Source: an optimization exercise on an open RTL-to-GDS flow (aim: small area). Production flows keep margins and buffers that such runs may drop. The RTL was checked by simulation tests, not by an equivalence proof against the original design. Power is estimated from default activity; no workload was simulated.

**flow/run.sh**
```bash
#!/bin/bash
# synth_recipe.tcl (not shown) runs the flow's synth.tcl, then flattens the netlist and writes it again
# the make line also repeats each setting of config.mk as NAME=value (left out here)
make -C /OpenROAD-flow-scripts/flow DESIGN_CONFIG=/design/flow/config.mk WORK_HOME=/design/flow/orfs CLKGATE_MAP_FILE= SYNTH_SCRIPT=/design/flow/synth_recipe.tcl finish
```
**flow/config.mk**
```make
export PLATFORM = sky130hd
export DESIGN_NAME = aes_req_arbiter
export DESIGN_NICKNAME = aes_req_arbiter
export VERILOG_FILES = /design/flow/design.v
export SDC_FILE = /design/flow/constraint.sdc
export NUM_CORES = 4
export LEC_CHECK = 0
export CAP_MARGIN = 20
export CORE_AREA = 10 10 590 590
export DIE_AREA = 0 0 600 600
export SLEW_MARGIN = 20
```
**flow/constraint.sdc**
```tcl
create_clock -name core_clock -period 7.0 [get_ports {clock}]
set_input_delay 1.4000 -clock core_clock [delete_from_list [all_inputs] [get_ports {clock}]]
set_output_delay 1.4000 -clock core_clock [all_outputs]
set_load 0.01 [all_outputs]
```
**flow/design.v**
```verilog
package def_pkg;
  localparam int BLOCK_W = 128;
  typedef logic [BLOCK_W-1:0] block;
endpackage
module aes_rsp_fifo
#(
  parameter int DEPTH = 8,
  parameter int WIDTH = 130
) (
  input  logic                     clock,
  input  logic                     reset_n,
  input  logic                     push,
  input  logic [WIDTH-1:0]         push_data,
  input  logic                     pop,
  output logic [WIDTH-1:0]         pop_data,
  output logic                     full,
  output logic                     empty,
  output logic [$clog2(DEPTH):0]   count
);
  localparam int PTR_W = $clog2(DEPTH);
  localparam int CNT_W = PTR_W + 1;
  logic [WIDTH-1:0] mem [DEPTH];
  logic [PTR_W-1:0] wr_ptr;
  logic [PTR_W-1:0] rd_ptr;
  logic             do_push;
  logic             do_pop;
  assign full     = (count == CNT_W'(DEPTH));
  assign empty    = (count == '0);
  assign do_pop   = pop & ~empty;
  assign do_push  = push & (~full | do_pop);
  assign pop_data = mem[rd_ptr];
  always_ff @(posedge clock or negedge reset_n) begin
    if (!reset_n) begin
      wr_ptr <= '0;
      rd_ptr <= '0;
      count  <= '0;
      for (int i = 0; i < DEPTH; i++) mem[i] <= '0;
    end else begin
      if (do_push) begin
        mem[wr_ptr] <= push_data;
        wr_ptr      <= wr_ptr + PTR_W'(1);
      end
      if (do_pop) rd_ptr <= rd_ptr + PTR_W'(1);
      if (do_push && !do_pop)      count <= count + CNT_W'(1);
      else if (!do_push && do_pop) count <= count - CNT_W'(1);
    end
  end
endmodule
import def_pkg::*;
module aes_req_arbiter
#(
  parameter int N_REQ      = 4,
  parameter int LATENCY    = 41,
  parameter int FIFO_DEPTH = 8
) (
  input  logic                          clock,
  input  logic                          reset_n,
  input  logic [N_REQ-1:0]              i_req_valid,
  input  logic [N_REQ*BLOCK_W-1:0]      i_req_state,
  input  logic [N_REQ*BLOCK_W-1:0]      i_req_key,
  output logic [N_REQ-1:0]              o_req_ready,
  output logic                          o_core_tx_en,
  output logic [BLOCK_W-1:0]            o_core_state,
  output logic [BLOCK_W-1:0]            o_core_key,
  input  logic                          i_core_tx_en,
  input  logic [BLOCK_W-1:0]            i_core_state,
  output logic                          o_rsp_valid,
  output logic [$clog2(N_REQ)-1:0]      o_rsp_id,
  output logic [BLOCK_W-1:0]            o_rsp_state,
  input  logic                          i_rsp_ready,
  output logic [$clog2(FIFO_DEPTH):0]   o_outstanding,
  output logic                          o_err
);
  localparam int ID_W  = $clog2(N_REQ);
  localparam int CNT_W = $clog2(FIFO_DEPTH) + 1;
  typedef struct packed {
    logic [ID_W-1:0] id;
    logic [BLOCK_W-1:0] state;
  } rsp_entry_t;
  logic [ID_W-1:0]  rr_ptr;
  logic [ID_W-1:0]  gnt_id;
  logic             gnt_any;
  logic             credit_ok;
  logic [BLOCK_W-1:0] gnt_state;
  logic [BLOCK_W-1:0] gnt_key;
  logic [ID_W-1:0]  core_id_q;
  logic             tag_v  [LATENCY];
  logic [ID_W-1:0]  tag_id [LATENCY];
  logic             push;
  logic             pop;
  rsp_entry_t       push_entry;
  rsp_entry_t       head_entry;
  logic             fifo_full;
  logic             fifo_empty;
  logic [CNT_W-1:0] fifo_count;
  logic             unused_fifo_status;
  assign credit_ok = (o_outstanding < CNT_W'(FIFO_DEPTH));
  always_comb begin
    gnt_any     = 1'b0;
    gnt_id      = '0;
    o_req_ready = '0;
    for (int i = 0; i < N_REQ; i++) begin
      int              idx;
      logic [ID_W-1:0] idx_b;
      idx = int'(rr_ptr) + i;
      if (idx >= N_REQ) idx = idx - N_REQ;
      idx_b = ID_W'(idx);
      if (!gnt_any && i_req_valid[idx_b] && credit_ok && reset_n) begin
        gnt_any = 1'b1;
        gnt_id  = idx_b;
      end
    end
    if (gnt_any) o_req_ready[gnt_id] = 1'b1;
  end
  always_comb begin
    gnt_state = '0;
    gnt_key   = '0;
    for (int r = 0; r < N_REQ; r++) begin
      if (gnt_any && gnt_id == ID_W'(r)) begin
        gnt_state = i_req_state[r*BLOCK_W +: BLOCK_W];
        gnt_key   = i_req_key[r*BLOCK_W +: BLOCK_W];
      end
    end
  end
  always_ff @(posedge clock or negedge reset_n) begin
    if (!reset_n) begin
      rr_ptr       <= '0;
      o_core_tx_en <= 1'b0;
      o_core_state <= '0;
      o_core_key   <= '0;
      core_id_q    <= '0;
    end else begin
      if (gnt_any) rr_ptr <= (int'(gnt_id) + 1 >= N_REQ) ? '0 : gnt_id + ID_W'(1);
      o_core_tx_en <= gnt_any;
      o_core_state <= gnt_state;
      o_core_key   <= gnt_key;
      core_id_q    <= gnt_any ? gnt_id : '0;
    end
  end
  always_ff @(posedge clock or negedge reset_n) begin
    if (!reset_n) begin
      for (int i = 0; i < LATENCY; i++) begin
        tag_v[i]  <= 1'b0;
        tag_id[i] <= '0;
      end
    end else begin
      tag_v[0]  <= o_core_tx_en;
      tag_id[0] <= core_id_q;
      for (int i = 1; i < LATENCY; i++) begin
        tag_v[i]  <= tag_v[i-1];
        tag_id[i] <= tag_id[i-1];
      end
    end
  end
  assign push             = i_core_tx_en & tag_v[LATENCY-1];
  assign push_entry.id    = tag_id[LATENCY-1];
  assign push_entry.state = i_core_state;
  assign pop              = o_rsp_valid & i_rsp_ready;
  always_ff @(posedge clock or negedge reset_n) begin
    if (!reset_n) begin
      o_err         <= 1'b0;
      o_outstanding <= '0;
    end else begin
      if (i_core_tx_en != tag_v[LATENCY-1]) o_err <= 1'b1;
      if (gnt_any && !pop)      o_outstanding <= o_outstanding + CNT_W'(1);
      else if (!gnt_any && pop) o_outstanding <= o_outstanding - CNT_W'(1);
    end
  end
  aes_rsp_fifo #(
    .DEPTH (FIFO_DEPTH),
    .WIDTH (ID_W + BLOCK_W)
  ) u_rsp_fifo (
    .clock     (clock),
    .reset_n   (reset_n),
    .push      (push),
    .push_data (push_entry),
    .pop       (pop),
    .pop_data  (head_entry),
    .full      (fifo_full),
    .empty     (fifo_empty),
    .count     (fifo_count)
  );
  assign unused_fifo_status = ^{fifo_full, fifo_count};
  assign o_rsp_valid = ~fifo_empty;
  assign o_rsp_id    = o_rsp_valid ? head_entry.id : '0;
  assign o_rsp_state = o_rsp_valid ? head_entry.state : '0;
endmodule
```
==> flow_metrics.py <==
metrics = {
    "route": {
        "first_pass_iters": 7,
        "drt_iter0_drc": 5282,
        "drc": 0,
        "postRouteAntennaNets": 0,
        "drt-wirelength-per-cell_um": 40.31,
        "vias": 55080,
        "viasPerCell": 4.840,
        "routed_wl_mm": 458.7,
    },
    "setup_path": {
        "required_ns": 5.60,
        "regToRegSetupSlack_ns": 1.88,
        "end_kind": "output pin",
        "start_kind": "input pin",
        "r2r_start": "o_outstanding[3]$_DFFE_PN0P_",
        "crit_fanout": 48,
        "critical_path_class": "input pin to output pin",
        "regToRegEndpoint": "o_core_key[95]$_DFF_PN0_",
        "critical_path_arrival_ns": 4.96,
        "rr_worst_depth": 12,
    },
    "power_and_ir_drop": {
        "netSwitchingPower_mw": 18.88,
        "intPower_mw": 25.79,
        "power_frac_comb": 0.488,
        "total_power_mw": 44.68,
        "swShare": 0.4227,
        "power_density_nw_per_um2": 477.4,
        "seqPwrFrac": 0.292,
        "ir_worst_vdd_uv": 486.0,
        "p_clk_frac": 0.219,
        "cellLeakagePower_nw": 42.28,
    },
    "yosys": {
        "synthesis.nets": 6454,
        "synth_seq_cells": 1439,
        "yosys-top-cells-area": "dfrtp_1 54%, mux2_2 19%, a211o_1 3.4%",
        "synthFlopType": "dfrtp_1",
        "async_reset_ff_frac": 1.000,
        "netlist_area_um2": 67100,
        "synth.distinct_cells": 49,
        "yosysWarningCount": 5,
        "yosysTopAreaCellShare": 0.5367,
        "synth_edf_count": 0,
        "synth_seq_area_share": 0.5367,
        "postSynthAreaPerCell_um2": 12.74,
        "yosys.area.top_type": "dfrtp_1",
        "syn_inst": 5268,
    },
    "cells_and_area": {
        "area_growth_pct": 39.47,
        "nets": 7823,
        "drive_gt1_frac": 0.2543,
        "fillers": 34350,
    },
    "floorplanning": {
        "die_area_um2": 360000,
        "io_pins": 1557,
        "die_x_um": 600,
        "rows": 212,
        "initial_core_util": 0.2008,
        "fp.dieH_um": 600,
        "core-area_um2": 334200,
    },
    "placement": {
        "dp_hpwl_mm": 364.7,
        "gp_congestion": 1.059,
        "io_buffers": 1556,
        "preCtsSetupSlack_ns": 0.6238,
    },
    "timing": {
        "tns_ns": 0,
        "finalWorstSetupSlack_ns": 0.6394,
        "hold_viol": 0,
        "slew_violations": 0,
        "setup_viol_count_final": 0,
        "fin_crit_ns": 6.361,
        "clock-skew-final_ns": 0.08702,
        "tightest_slew_ns": 1.317,
        "maxSlewHeadroom": 0.1223,
        "period_share": 0.9087,
        "rsz0062_at_grt": "false",
        "max_freq_mhz": 157.2,
    },
    "global_route": {
        "antenna_found_initial": 315,
        "grt_pass1_vias": 55570,
        "grt_start_max_net_pins": 203,
        "overflow": 0,
        "grtUsageTotal": 0.2423,
        "grt_pass1_wl_mm": 581.4,
    },
    "clocking": {
        "clk_latency_ns": 0.85,
        "ctsResizeCount": 0,
        "cts_buffers": 178,
        "cts_setup_buffers": 0,
        "cts_tree": "yes",
        "clkTransAtPathRegs_ns": 0.06,
        "cts_hold_buf": 0,
        "cts_max_path_buffers": 4,
        "clock_sinks": 1439,
        "ctsHtreeMaxLevel": 4,
        "cts_root_buf": "clkbuf_16",
    },
    "worst_hold_path": {
        "hold_path_startpoint": "tag_id[18][0]$_DFF_PN0_",
        "whs_endpoint": "tag_id[19][0]$_DFF_PN0_",
        "min_path_cells": 0,
        "hold_path_class": "register to register",
    },
    "job": {
        "cap_viol_max_count": 0,
    },
    "run_status": {
        "outcome": "complete, no violations",
    },
}
-- synthesized netlist by cell type, types with 5 or more instances --
master	n
clkbuf_1	249
xnor2_1	8
a222oi_1	130
buf_8	12
a21oi_2	189
mux2i_1	7
mux2_2	1105
o211a_1	132
buf_2	101
nand3_1	6
buf_1	5
dfrtp_1	1439
inv_1	267
mux2_1	200
ha_1	24
nor2b_1	8
a21oi_1	72
a221oi_1	256
buf_4	40
nor2_1	8
o21ai_0	6
nand2_1	523
buf_6	55
nand4_1	132
a211o_1	258
-- registers in the layout (all words and copies together) (netlist names) --
register	count
o_err	1
o_core_state	128
u_rsp_fifo.count	4
o_core_tx_en	1
tag_v	41
rr_ptr	2
core_id_q	2
u_rsp_fifo.wr_ptr	3
o_outstanding	4
tag_id	82
u_rsp_fifo.rd_ptr	3
u_rsp_fifo.mem	1040
o_core_key	128
-- worst max-delay path: stages --
cell             delay (ns)
buf_16                 0.29
or3b_1                 0.47
o22ai_1                0.37
a21oi_1                0.23
a211oi_1               0.74
ha_4                   0.26
nor2b_1                0.49
clkdlybuf4s50_1        0.67
-- kinds of logic (layout without fill, tap and decap cells) --
kind of cell / Yosys count / in the layout / synth area share
flops: 1439 / 1439 / 0.5367
fa+ha+maj: 26 / 26 / 0.005072
mux: 1313 / 1313 / 0.2203
simple gates: 693 / 693 / 0.04498
buf+inv: 729 / 2237 / 0.05307
other cells: 0 / 216 / 0
compound gates: 1060 / 1060 / 0.1389
xor+xnor: 8 / 8 / 0.001044
-- worst max-delay path by stage --
| stage | from | end | slack [ns] | depth (start not counted) |
|---|---|---|---|---|
| floorplan | reset_n | o_req_ready[2] | 1.89 | 9 |
| global placement | reset_n | o_req_ready[1] | 0.50 | 8 |
| detailed placement | reset_n | o_req_ready[1] | 0.62 | 8 |
| CTS | reset_n | o_req_ready[1] | 0.62 | 8 |
| global route | reset_n | o_req_ready[1] | 0.53 | 8 |
| finish | reset_n | o_req_ready[1] | 0.64 | 8 |
-- cells in the final DEF, fill, tap and decap left out, types with 6 or more instances in the layout --
master and instances:
clkdlybuf4s50_1 1540, dfrtp_1 1438, mux2_2 1105, nand2_1 523, inv_1 267, a211o_1 258
a221oi_1 256, diode_2 216, mux2_1 200, a21oi_2 189, clkbuf_16 179, nand4_1 132
o211a_1 132, a222oi_1 130, a21oi_1 72, buf_4 72, clkinv_2 36, clkbuf_8 36
buf_12 27, clkbuf_1 26, bufinv_16 20, ha_1 17, nor2_1 8, xnor2_1 8
mux2i_1 7, nor2b_1 7, ha_4 7, o21ai_0 6, nand3_4 6, clkinvlp_4 6
-- metrics by stage --
step | instances | utilization | cell area (um2) | hold slack, ns
after detailed placement | 10840 | 0.2598 | 86820 | 0.3347
after global routing | 11330 | 0.2796 | 93460 | 0.2821
after CTS | 11160 | 0.2782 | 92970 | 0.2676
after floorplan | 5268 | - | 67100 | 0.3312
after global placement | 10840 | 0.2598 | 86820 | 0.3314
final | 11380 | 0.2800 | 93580 | 0.2673
-- power by group through the flow --
| stage | Clock (mW) | Combinational (mW) | Sequential [mW] |
|---|---|---|---|
| floorplan | 0 | 12.0 | 12.1 |
| global placement | 0 | 21.5 | 13.0 |
| detailed placement | 0 | 21.7 | 13.2 |
| CTS | 10.1 | 21.8 | 13.0 |
| global route | 10.4 | 22.9 | 13.3 |
| finish | 9.80 | 21.8 | 13.1 |
-- layout make-up --
cell class	count	area, um2	area share
diodes	216	540.5	0.005776
flip-flops and latches	1439	36010	0.3848
inverters	267	1002	0.01071
repair buffers	1651	16650	0.1780
multi-input cells	3100	27730	0.2963
well taps	4387	5489	0.05866
clock inverters	78	1079	0.01153
clock buffers	241	5072	0.05420
-- routing by layer --
| metal | vias to the layer above | global-route usage | wire, um |
|---|---|---|---|
| met5 | - | 0 | 715 |
| met4 | 102 | 0.1070 | 24130 |
| met3 | 829 | 0.06130 | 32820 |
| met2 | 2604 | 0.4016 | 217600 |
| met1 | 29150 | 0.2971 | 183400 |
| li1 | 22400 | - | - |

separate check: timing with driven ports:
The flow's constraints put no driver on any port. The routed layout listed below was extracted and timed again, unchanged, in two steps.
Step 1, drivers: a clkbuf_16 drives clock and a buf_2 each remaining input, both assumed.
Step 2 adds t to the input delays and takes it off the output delays; t is the mean of the earliest and latest rising clock arrival at the registers after step 1. Input paths then give back, and output paths get back, about the clock's delay inside the block.
Three values: ideal, step 1, step 2; two values: the first two.
t, ns: 0.906
slack for setup (ns): 0.639 / 0.545 / 0.545
clock arrival spread, ns: 0.098 / 0.097
worst register clock-pin slew, ns: 0.07 / 0.07
worst slew at a driven data input, ns: 0.59
After both steps setup and hold are still met in this run. The setup slack of this run moves by -0.094 ns with the drivers and by -0.094 ns with both steps.
